What follows belongs to an exercise in optimizing a design on an open flow for small area and few clock cycles per item; a production flow would make more cautious choices.
Only simulation tests tie the RTL to the original design; equivalence was not proved.
Power and IR drop assume default switching activity.

### run.sh
#!/bin/bash
# synth_recipe.tcl (not shown) runs the flow's synth.tcl, then flattens the netlist and writes it again
# the make line also repeats each setting of config.mk as NAME=value (left out here)
make -C /OpenROAD-flow-scripts/flow DESIGN_CONFIG=/design/flow/config.mk WORK_HOME=/design/flow/orfs CLKGATE_MAP_FILE= SYNTH_SCRIPT=/design/flow/synth_recipe.tcl finish
### config.mk
export PLATFORM = sky130hd
export DESIGN_NAME = cam_frame_analyzer
export DESIGN_NICKNAME = cam_frame_analyzer
export VERILOG_FILES = /design/flow/design.v
export SDC_FILE = /design/flow/constraint.sdc
export NUM_CORES = 4
export LEC_CHECK = 0
export CAP_MARGIN = 20
export CORE_MARGIN = 2
export CORE_UTILIZATION = 40
export SLEW_MARGIN = 20
### constraint.sdc
create_clock -name core_clock -period 12.0 [get_ports {clk}]
set_input_delay 2.4000 -clock core_clock [delete_from_list [all_inputs] [get_ports {clk}]]
set_output_delay 2.4000 -clock core_clock [all_outputs]
set_load 0.01 [all_outputs]
### design.v
package cam_analyzer_pkg;
    typedef enum logic [1:0] {
        COL_NONE  = 2'd0,
        COL_RED   = 2'd1,
        COL_GREEN = 2'd2,
        COL_BLUE  = 2'd3
    } color_e;
    typedef enum logic [1:0] {
        FIG_NONE = 2'd0,
        FIG_TRI  = 2'd1,
        FIG_CIRC = 2'd2,
        FIG_SQR  = 2'd3
    } figure_e;
    typedef enum logic [2:0] {
        ST_IDLE   = 3'd0,
        ST_SCAN   = 3'd1,
        ST_DRAIN  = 3'd2,
        ST_AREA   = 3'd3,
        ST_DECIDE = 3'd4,
        ST_DONE   = 3'd5
    } state_e;
    localparam int FILL_DEN_SHIFT = 3;
    localparam int FILL_SQR_NUM   = 7;
    localparam int FILL_CIRC_NUM  = 5;
endpackage
module pixel_classifier
#(
    parameter int CH_BITS = 4,
    parameter int DW      = 12,
    parameter int MARGIN  = 3
) (
    input  logic [DW-1:0] pix,
    output logic          is_r,
    output logic          is_g,
    output logic          is_b
);
    logic [CH_BITS:0] r_s, g_s, b_s;
    assign r_s = {1'b0, pix[3*CH_BITS-1 -: CH_BITS]};
    assign g_s = {1'b0, pix[2*CH_BITS-1 -: CH_BITS]};
    assign b_s = {1'b0, pix[CH_BITS-1:0]};
    assign is_r = (r_s > g_s + MARGIN) && (r_s > b_s + MARGIN);
    assign is_g = (g_s > r_s + MARGIN) && (g_s > b_s + MARGIN);
    assign is_b = (b_s > r_s + MARGIN) && (b_s > g_s + MARGIN);
endmodule
module cam_frame_analyzer
(
    input  logic        clk,
    input  logic        rst,
    input  logic        init,
    output logic [14:0] mem_addr,
    input  logic [11:0] mem_data,
    output logic        busy,
    output logic        done,
    output logic [1:0]  color,
    output logic [1:0]  figure,
    output logic [14:0] pix_count
);
    localparam logic [2:0] ST_IDLE = 3'b000;
    localparam logic [2:0] ST_DONE = 3'b001;
    localparam logic [2:0] ST_SCAN = 3'b100;
    localparam logic [2:0] ST_DOM1 = 3'b101;
    localparam logic [2:0] ST_DOM2 = 3'b110;
    localparam logic [2:0] ST_COL  = 3'b111;
    localparam logic [2:0] ST_MUL  = 3'b010;
    logic [2:0]  st;
    logic [7:0]  x;
    logic [9:0]  z;
    logic [14:0] red, grn, blu;
    logic [7:0]  xmin, xmax;
    logic [6:0]  h, dy;
    logic        seen;
    logic s_scan, s_dom1, s_dom2, s_col, s_mul;
    logic accept, xz, scan_end, x_end;
    logic is_r, is_g, is_b, col;
    logic [7:0] v;
    logic lt, gt, in_box;
    logic [14:0] other;
    logic gtr, big, cin_m;
    logic [2:0] k, s;
    assign s_scan = (st == ST_SCAN);
    assign s_dom1 = (st == ST_DOM1);
    assign s_dom2 = (st == ST_DOM2);
    assign s_col  = (st == ST_COL);
    assign s_mul  = (st == ST_MUL);
    assign busy      = st[2] | st[1];
    assign done      = (st == ST_DONE);
    assign pix_count = red;
    assign mem_addr  = {z, x[4:0]};
    assign accept = init & ~busy;
    assign xz     = (x == 8'd0);
    assign scan_end   = s_scan & xz & (z == 10'd0);
    assign x_end  = (x == 8'd159);
    assign v      = {x[7] | xz, x[6], x[5] | xz, x[4:0]};
    pixel_classifier u_cls (
        .pix  (mem_data),
        .is_r (is_r),
        .is_g (is_g),
        .is_b (is_b)
    );
    assign col    = is_r | is_g | is_b;
    assign lt     = v < xmin;
    assign gt     = v > xmax;
    assign in_box = ~lt & ~gt;
    assign other = s_dom1 ? grn : blu;
    assign gtr   = other > red;
    assign big   = |red[14:6];
    assign k = grn[2:0];
    assign s = h[2:0];
    always_comb begin
        case (s)
            3'd0: cin_m = (k != 3'd0);
            3'd1: cin_m = (k >= 3'd2);
            3'd2: cin_m = (k >= 3'd4);
            3'd3: cin_m = (k >= 3'd5);
            3'd4: cin_m = (k == 3'd7);
            3'd5: cin_m = (k >= 3'd3);
            3'd6: cin_m = (k >= 3'd6);
            default: cin_m = 1'b0;
        endcase
    end
    always_ff @(posedge clk or negedge rst) begin
        if (!rst) begin
            st     <= ST_IDLE;
            x      <= 8'd0;
            z      <= 10'd0;
            red    <= 15'd0;
            color  <= 2'd0;
            figure <= 2'd0;
        end else begin
            if (accept | (s_scan & ~scan_end) | s_col)
                x <= x_end ? 8'd0 : x + 8'd1;
            if (s_scan & (x[4:0] == 5'd31))
                z <= (z == 10'd599) ? 10'd0 : z + 10'd1;
            if (accept)
                red <= 15'd0;
            else if (s_scan)
                red <= red + {14'd0, is_r};
            else if ((s_dom1 | s_dom2) & gtr)
                red <= other;
            if (s_dom1)
                color <= gtr ? 2'd2 : 2'd1;
            else if (s_dom2 & gtr)
                color <= 2'd3;
            else if (s_mul & (s == 3'd7))
                color <= big ? color : 2'd0;
            if (s_mul & (s == 3'd5))
                figure <= {~gtr, 1'b0};
            else if (s_mul & (s == 3'd7))
                figure <= big ? {figure[1], ~gtr | ~figure[1]} : 2'd0;
            case (st)
                ST_IDLE, ST_DONE: if (accept) st <= ST_SCAN;
                ST_SCAN: if (scan_end) st <= ST_DOM1;
                ST_DOM1: st <= ST_DOM2;
                ST_DOM2: st <= ST_COL;
                ST_COL:  if (x_end) st <= ST_MUL;
                ST_MUL:  if (s == 3'd7) st <= ST_DONE;
                default: st <= ST_IDLE;
            endcase
        end
    end
    always_ff @(posedge clk) begin
        if (accept | s_dom2)
            grn <= 15'd0;
        else if (s_scan)
            grn <= grn + {14'd0, is_g};
        else if (s_col)
            grn <= grn + (in_box ? {8'd0, dy} : 15'd0);
        if (accept | s_col)
            blu <= 15'd0;
        else if (s_scan)
            blu <= blu + {14'd0, is_b};
        else if (s_mul)
            blu <= blu + {3'd0, grn[14:3]} + {14'd0, cin_m};
        if (accept)
            seen <= 1'b0;
        else if (s_scan & col)
            seen <= 1'b1;
        if (s_scan & col & (~seen | lt)) xmin <= v;
        if (s_scan & col & (~seen | gt)) xmax <= v;
        if (s_scan & col) dy <= h;
        if (accept)
            h <= 7'd1;
        else if (scan_end | s_col)
            h <= 7'd0;
        else if ((s_scan & xz & (seen | col)) | s_mul)
            h <= h + 7'd1;
    end
endmodule
==> metrics.csv, run 1 <==
stage;metric;value;unit
power;Cell Pwr Density;203;mW/mm^2
setup_path;RR Startpoint;x[0]$_DFFE_PN0P_;
setup_path;Largest delay share family, worst path;compound AO/OA/AOI/OAI gates;
power;combinational fraction of design power;50.7;%
setup_path;CP most frequent cell;ha_1;
global_route;GRT Overall Usage;19.8;%
die;# rows;49;
global_route;pin count of the biggest net entering global routing;41;
cts;Num CTS Buffers;9;
cts;clk latency of the worst-skew pair;360;ps
power;leak pwr;0.00361;uW
timing;achievable frequency;170;MHz
cts;H-tree depth;3;
setup_path;Max FO, Critical Path;4;
logic_synthesis;Netlist cell types;79;
logic_synthesis;Async SR Flop Fraction;39.6;%
power;Flop pwr share;32.1;%
cts;CTS tree;built;
run;max-cap violations;0;
cts;CTS Sinks;101;
global_route;GRT overflow;0;
drt;post-route ant nets;0;
power;Pint;938;uW
logic_synthesis;Post-Synth Simple-Gate Area;21.0;%
hold_path;Hold Crit Start;h[6]$_SDFFE_PP0P_;
timing;RSZ-0062 raised after global routing;false;
cells_and_area;filler instances;1778;
die;Initial Utilization;41.1;%
timing;Slew Limit Fails;0;
placed_design;gpl congestion;0.850;
drt;via count;6218;
logic_synthesis;xor/xnor cell area share of the yosys netlist;5.14;%
die;full die area;0.0198;sq mm
placed_design;number of port buffers;50;
logic_synthesis;Top FF cell, synth;dfrtp_1;
timing;endpoints failing hold;0;
cells_and_area;fin nets;993;
setup_path;Slowest Stage Delay on Critical Path;530;ps
global_route;initial antenna violation count;0;
logic_synthesis;Avg Cell Area, Syn;8.79;sq um
logic_synthesis;Post-synth top cells;ha_1, nand2_1, inv_1, a21oi_1, nor2_1;
placed_design;DPL Wire Length;14000;um
timing;Final setup viols;0;
setup_path;r2r setup slk;7260;ps
setup_path;Critical Path AT;6150;ps
hold_path;Hold Crit Class;reg -> reg;
logic_synthesis;Net Count, Synth;954;
drt;vias per cell;5.54;
drt;iteration-0 DRC count of the detailed router;465;
cts;postcts setup bufs;0;
cts;CTS resizes;0;
placed_design;placed instance count;1106;
cts;CTS max path bufs;2;
setup_path;Crit. End Element;register;
drt;routed wire length per instance;16.6;um
cells_and_area;layout cells sized above 1;6.83;%
timing;Fin Clk Skew;7.85;ps
logic_synthesis;complex-gate fraction of the synthesized area;17.5;%
logic_synthesis;post-synthesis cell count;849;
setup_path;CP required;12250;ps
logic_synthesis;mux contribution to synthesized area;2.90;%
setup_path;CP max stage cell;clkdlybuf4s50_1;
cells_and_area;non-filler instance count after layout;1122;
power;sw frac;45.2;%
timing;fin crit share;49.1;%
drt;drt total wl;18600;um
logic_synthesis;#FFs+latches synth;101;
timing;Slew Limit Headroom;36.3;%
logic_synthesis;Post-synth EDFFs;23;
timing;Tmin final;5900;ps
global_route;first-pass GRT wire length;31300;um
cts;CTS root buffer;clkbuf_16;
logic_synthesis;Yosys top cell by area;ha_1;
power;VDD IR max;0.128;mV
logic_synthesis;post-synthesis sequential area ratio;32.8;%
cells_and_area;n_diodes;0;
cts;CTS Hold Bufs;0;
power;Sw Pwr;774;uW
setup_path;Setup crit start;mem_data[1];
power;Clk pwr share;17.1;%
timing;Worst-Margin Slew;956;ps
die;Top Ports;51;
logic_synthesis;top cell type's share of synthesized area;14.6;%
setup_path;crit-path cells;clkdlybuf4s50_1 -> inv_1 -> ha_1 -> xor2_1 -> ha_1 -> nand2_1 -> o21ai_0 -> nand3_1 -> a2bb2o_1 -> ha_1 -> inv_1 -> fa_1 -> nor2b_1 -> o21a_1 -> o21ai_0 -> a21oi_1 -> nand3_1 -> xor2_1 -> nor2_1;
cells_and_area;Area Overhead vs Synth;13.0;%
drt;Pre-Repair DR Iteration Count;5;
logic_synthesis;synth top area cells;ha_1, dfrtp_1, dfxtp_1, edfxtp_1, a21oi_1;
logic_synthesis;largest family of logic cells by synthesized area;simple AND/OR/NAND/NOR gates;
cells_and_area;Final Core Density;46.5;%
logic_synthesis;cell area after synthesis;0.00747;sq mm
status;status;finished clean;
drt;DRC;0;
timing;TNS Setup;0;ps
cts;CTS clock-pin slew for the worst setup and hold paths;70;ps
logic_synthesis;most common cell in the netlist;ha_1;
setup_path;Crit Path Category;in -> reg;
setup_path;Startpoint Class;primary input;
global_route;vias in the first global route;5893;
logic_synthesis;adder and majority gate portion of the synthesized area;15.4;%
die;core area;0.0181;sq mm
die;die height;141;um
die;Die Wd;141;um
setup_path;worst path bufs/invs;3;
logic_synthesis;Warnings, synthesis;1;
logic make-up (layout without fill, tap and decap cells):
logic type	count (synthesis)	count (layout)
simple gates	301	301
buf+inv	91	135
xor+xnor	43	43
fa+ha+maj	90	90
compound gates	203	203
flops	101	101
mux	20	20
through the flow:
stage	hold slack (ps)	cell area, sq um	power [uW]	setup WS (ps)
after floorplan	408	7470	1170	6620
after global placement	421	8140	1420	5820
after detailed placement	422	8140	1420	5750
after CTS	440	8430	1720	6110
after global routing	464	8430	1860	5760
final	435	8430	1710	6100
power by group through the flow:
| stage | sequential (uW) | combinational [uW] | clock [uW] |
|---|---|---|---|
| floorplan | 516 | 649 | 0 |
| global placement | 557 | 860 | 0 |
| detailed placement | 557 | 863 | 0 |
| CTS | 550 | 871 | 299 |
| global route | 565 | 980 | 313 |
| finish | 550 | 869 | 293 |
worst register-to-register path, cell delays in order (launching register included):
cell and delay [ps]:
dfrtp_1 460, inv_1 150, ha_1 160, nor4b_2 250, nand2_1 160, nand2b_1 190
ha_1 270, and3_1 200, o21ai_0 160, a21oi_1 90, nor4_2 540, a2bb2o_1 250
ha_1 160, inv_1 50, fa_1 380, nor2b_1 160, o21a_1 140, o21ai_0 140
a21oi_1 350, nand3_1 140, xor2_1 150, nor2_1 50
sequential cells by signal (all words and copies together), names as in the netlist:
| register | count |
|---|---|
| blu | 15 |
| grn | 15 |
| red | 15 |
| z | 10 |
| x | 8 |
| xmax | 8 |
| xmin | 8 |
| dy | 7 |
| h | 7 |
| st | 3 |
| color | 2 |
| figure | 2 |
| seen | 1 |
final cells by class:
type | instances | area (sq um) | area share (%)
repair buffers | 54 | 526 | 6.23
well taps | 229 | 287 | 3.40
multi-input cells | 657 | 4630 | 54.9
inverters | 65 | 244 | 2.89
clock buffers | 10 | 250 | 2.97
flip-flops and latches | 101 | 2450 | 29.1
clock inverters | 6 | 42.5 | 0.504
placed cells by master (no fill, tap or decap), types with 4 or more instances in the layout:
cell             count
a211o_1              4
a211oi_1             6
a21o_1              14
a21oi_1             61
a31oi_1              7
and2_1              16
and3_1              14
and4_1               4
buf_4                4
clkbuf_16           10
clkdlybuf4s50_1     49
dfrtp_1             40
dfxtp_1             38
edfxtp_1            23
ha_1                87
inv_1               64
mux2_2              12
mux2i_1              7
nand2_1             69
nand2b_1             6
nand3_1             47
nand3b_1             5
nand4_1             28
nor2_1              57
nor2b_1              8
nor3_1              20
nor4_1               5
o211ai_1             8
o21a_1               9
o21ai_0             44
o21ai_1              6
o21bai_1             6
o31ai_1              6
or3_1                6
xnor2_1             25
xor2_1              17
per-layer routing:
metal  vias up  global-route usage (%)  part of all wire [%]
li1       3160                       -                     -
met4         0                    4.79                   1.0
met2       113                    29.9                    44
met1      2927                    29.9                    51
met5         -                       0                     0
met3        18                    2.68                   3.8
path summary, 6_finish.rpt:
kind,to,cells after the start
max,grn[12]$_SDFFE_PP0P_,19
min,dy[6]$_DFFE_PP_,0
max reg2reg,grn[12]$_SDFFE_PP0P_,21
min reg2reg,dy[6]$_DFFE_PP_,0
max in group asynchronous,red[4]$_DFFE_PN0P_,1
min in group asynchronous,x[1]$_DFFE_PN0P_,1
Testbench counts, summed over its fixed seeds: cycles 929,800, frames 48.
==> run 2, diff against run 1 <==
--- a/config.mk
+++ b/config.mk
@@ -7,2 +7,3 @@
 export LEC_CHECK = 0
+export ABC_AREA = 1
 export CAP_MARGIN = 20
==> run 2 against run 1 <==
Still clean. Core utilization down 0.82 points. Design area up 4.7%. Global-route usage up 0.092 points. Largest power group unchanged.
==> metrics.csv, run 2 <==
stage;metric;value;unit
logic_synthesis;cell area after synthesis;0.00781;sq mm
cts;Num CTS Buffers;9;
drt;vias per cell;5.10;
cells_and_area;most frequent cells in the layout;nand2_1, inv_1, o21ai_0, ha_1, a21oi_1;
logic_synthesis;Post-synth EDFFs;23;
logic_synthesis;xor/xnor cell area share of the yosys netlist;3.59;%
timing;endpoints failing hold;0;
die;# rows;51;
logic_synthesis;Top FF cell, synth;dfrtp_1;
logic_synthesis;mux contribution to synthesized area;0;%
cts;CTS root buffer;clkbuf_16;
cells_and_area;layout cells sized above 1;3.52;%
global_route;first-pass GRT wire length;32900;um
logic_synthesis;synth top area cells;ha_1, dfrtp_1, nand2_1, dfxtp_1, edfxtp_1;
cts;H-tree depth;3;
timing;TNS Setup;0;ps
timing;Worst-Margin Slew;922;ps
power;Cell Pwr Density;230;mW/mm^2
setup_path;r2r setup slk;7720;ps
setup_path;Crit. End Element;register;
cts;clk latency of the worst-skew pair;350;ps
die;full die area;0.0207;sq mm
logic_synthesis;Post-Synth Simple-Gate Area;26.2;%
placed_design;cell area after placement;0.00852;sq mm
global_route;GRT overflow;0;
logic_synthesis;#FFs+latches synth;101;
timing;Tmin final;5790;ps
global_route;pin count of the biggest net entering global routing;41;
cells_and_area;filler instances;1983;
cells_and_area;n_diodes;0;
logic_synthesis;Yosys top cell by area;ha_1;
cells_and_area;FF/Latch Area;0.00245;sq mm
drt;iteration-0 DRC count of the detailed router;367;
timing;Slew Limit Headroom;38.5;%
power;leak pwr;0.00423;uW
setup_path;CP required;12240;ps
drt;routed wire length per instance;14.1;um
logic_synthesis;Async SR Flop Fraction;39.6;%
cts;CTS Sinks;101;
die;core area;0.0193;sq mm
power;VDD IR max;0.104;mV
cells_and_area;multi-input logic area;0.00463;sq mm
drt;Pre-Repair DR Iteration Count;5;
logic_synthesis;top cell type's share of synthesized area;13.9;%
logic_synthesis;Avg Cell Area, Syn;7.15;sq um
cts;postcts setup bufs;0;
logic_synthesis;post-synthesis cell count;1093;
setup_path;Critical Path AT;6030;ps
placed_design;number of port buffers;50;
logic_synthesis;complex-gate fraction of the synthesized area;14.6;%
cells_and_area;top flop regs;blu x15, grn x15, red x15;
die;Initial Utilization;40.4;%
cts;CTS tree;built;
timing;achievable frequency;173;MHz
setup_path;Max FO, Critical Path;4;
timing;Fin Clk Skew;10.5;ps
global_route;GRT Overall Usage;19.9;%
status;status;finished clean;
timing;RSZ-0062 raised after global routing;false;
logic_synthesis;largest family of logic cells by synthesized area;simple AND/OR/NAND/NOR gates;
logic_synthesis;Netlist cell types;44;
logic_synthesis;Post-synth top cells;nand2_1, inv_1, o21ai_0, ha_1, a21oi_1;
logic_synthesis;post-synthesis sequential area ratio;31.4;%
cts;CTS max path bufs;2;
die;Top Ports;51;
drt;drt total wl;19700;um
setup_path;Startpoint Class;primary input;
hold_path;Hold Crit Class;reg -> reg;
global_route;initial antenna violation count;0;
logic_synthesis;Net Count, Synth;1198;
cts;CTS clock-pin slew for the worst setup and hold paths;70;ps
placed_design;gpl congestion;0.860;
logic_synthesis;adder and majority gate portion of the synthesized area;14.7;%
timing;Worst Slack Setup Final;6210;ps
cells_and_area;fin nets;1235;
run;max-cap violations;0;
power;Tot Pwr;2030;uW
timing;Final setup viols;0;
global_route;vias in the first global route;6700;
drt;DRC;0;
setup_path;Crit Path Category;in -> reg;
cells_and_area;most common cell after layout, fill and taps aside;nand2_1;
logic_synthesis;Warnings, synthesis;1;
timing;Slew Limit Fails;0;
drt;via count;7133;
placed_design;Place WS;5830;ps
cts;CTS Hold Bufs;0;
die;die height;144;um
drt;post-route ant nets;0;
timing;fin crit share;48.3;%
cts;CTS resizes;0;
logic_synthesis;most common cell in the netlist;nand2_1;
placed_design;DPL Wire Length;15200;um
cells_and_area;Area Overhead vs Synth;13.0;%
die;Die Wd;144;um
cells_and_area;Post-Layout Inst Area;0.00883;sq mm
==> run 2: cell count changes in the layout (fill, tap and decap cells not counted), sizes merged, moves of 13 or more <==
cell and delta:
nand2 +183, mux2 -13, inv +97, xnor2 -20
and2 -16, and3 -14, a21oi +20, nor2 +14
nand3 +33, o21ai +45
==> run 2: kinds of logic (layout without fill, tap and decap cells) <==
group | after synthesis | after routing
flops | 101 | 101
buf+inv | 188 | 230
compound gates | 211 | 211
simple gates | 471 | 471
xor+xnor | 32 | 32
fa+ha+maj | 90 | 90
==> run 2: path summary, 6_finish.rpt <==
| path | to | from | cells past startpoint |
|---|---|---|---|
| min in group asynchronous | z[4]$_DFFE_PN0P_ | rst | 1 |
| worst min register to register | dy[6]$_DFFE_PP_ | h[6]$_SDFFE_PP0P_ | 0 |
| worst max register to register | grn[14]$_SDFFE_PP0P_ | x[0]$_DFFE_PN0P_ | 20 |
| max in group asynchronous | red[7]$_DFFE_PN0P_ | rst | 1 |
| worst max-delay path | grn[14]$_SDFFE_PP0P_ | mem_data[1] | 19 |
| worst min-delay path | dy[6]$_DFFE_PP_ | h[6]$_SDFFE_PP0P_ | 0 |
==> run 2: report_power, final <==
| group | total [uW] | switching (uW) | internal, uW |
|---|---|---|---|
| combinational | 1140 | 727 | 412 |
| clock | 301 | 133 | 168 |
| sequential | 588 | 129 | 459 |
| total | 2030 | 989 | 1040 |
==> run 2: metal layers <==
layer  vias up  GRT usage (%)  share of wire (%)
met2       125           32.4                 46
met5         -              0                  0
li1       3708              -                  -
met4         0           5.78                1.9
met1      3277           27.1                 49
met3        23           3.40                3.4
==> run 2: area by class of cell <==
| type | count | area share (%) |
|---|---|---|
| multi-input cells | 804 | 52.4 |
| flip-flops and latches | 101 | 27.8 |
| clock buffers | 11 | 2.75 |
| inverters | 163 | 6.93 |
| repair buffers | 51 | 5.70 |
| well taps | 265 | 3.76 |
| clock inverters | 5 | 0.652 |
==> run 2: critical path: stages <==
cell	delay, ps
clkdlybuf4s50_1	580
inv_1	80
ha_1	210
xor2_1	260
ha_1	310
nand4_1	100
nand2_1	50
nor2_1	80
nand3_1	140
o22ai_1	290
ha_1	230
inv_1	50
fa_1	430
o211ai_1	270
nand2_1	80
nand2_1	160
nand3_1	110
o21ai_0	170
a21oi_1	50
==> run 2: stage by stage <==
stage	instances	hold slack (ps)	util (%)
finish	1400	507	45.6
global route	1400	530	45.6
CTS	1400	507	45.6
detailed placement	1384	485	44.1
global placement	1384	483	44.1
floorplan	1093	452	-

## what the ideal ports hide
In the flow no input, the clock included, has a driving cell. The finished layouts below were timed again as built, in two steps.
Step 1, drivers: a clkbuf_16 drives clk and a buf_2 each remaining input, both assumed.
Step 2, shift: input delay + t, output delay - t, t = (earliest + latest rising clock arrival at the registers) / 2. This alone moves slack from input paths to output paths.
Slacks: no drivers / after step 1 / after step 2; pairs: no drivers / after step 1.
run	t (ns)	setup WS [ns]	worst register clock-pin slew, ns	worst slew at a driven data input, ns
run 1	0.400	6.104 / 6.126 / 5.726	0.07 / 0.07	0.03
run 2	0.387	6.207 / 6.218 / 5.832	0.07 / 0.07	0.03
After both steps every run listed still meets setup and hold. The setup slack of run 1, which loses most, moves by +0.022 ns with the drivers and by -0.378 ns with both steps.
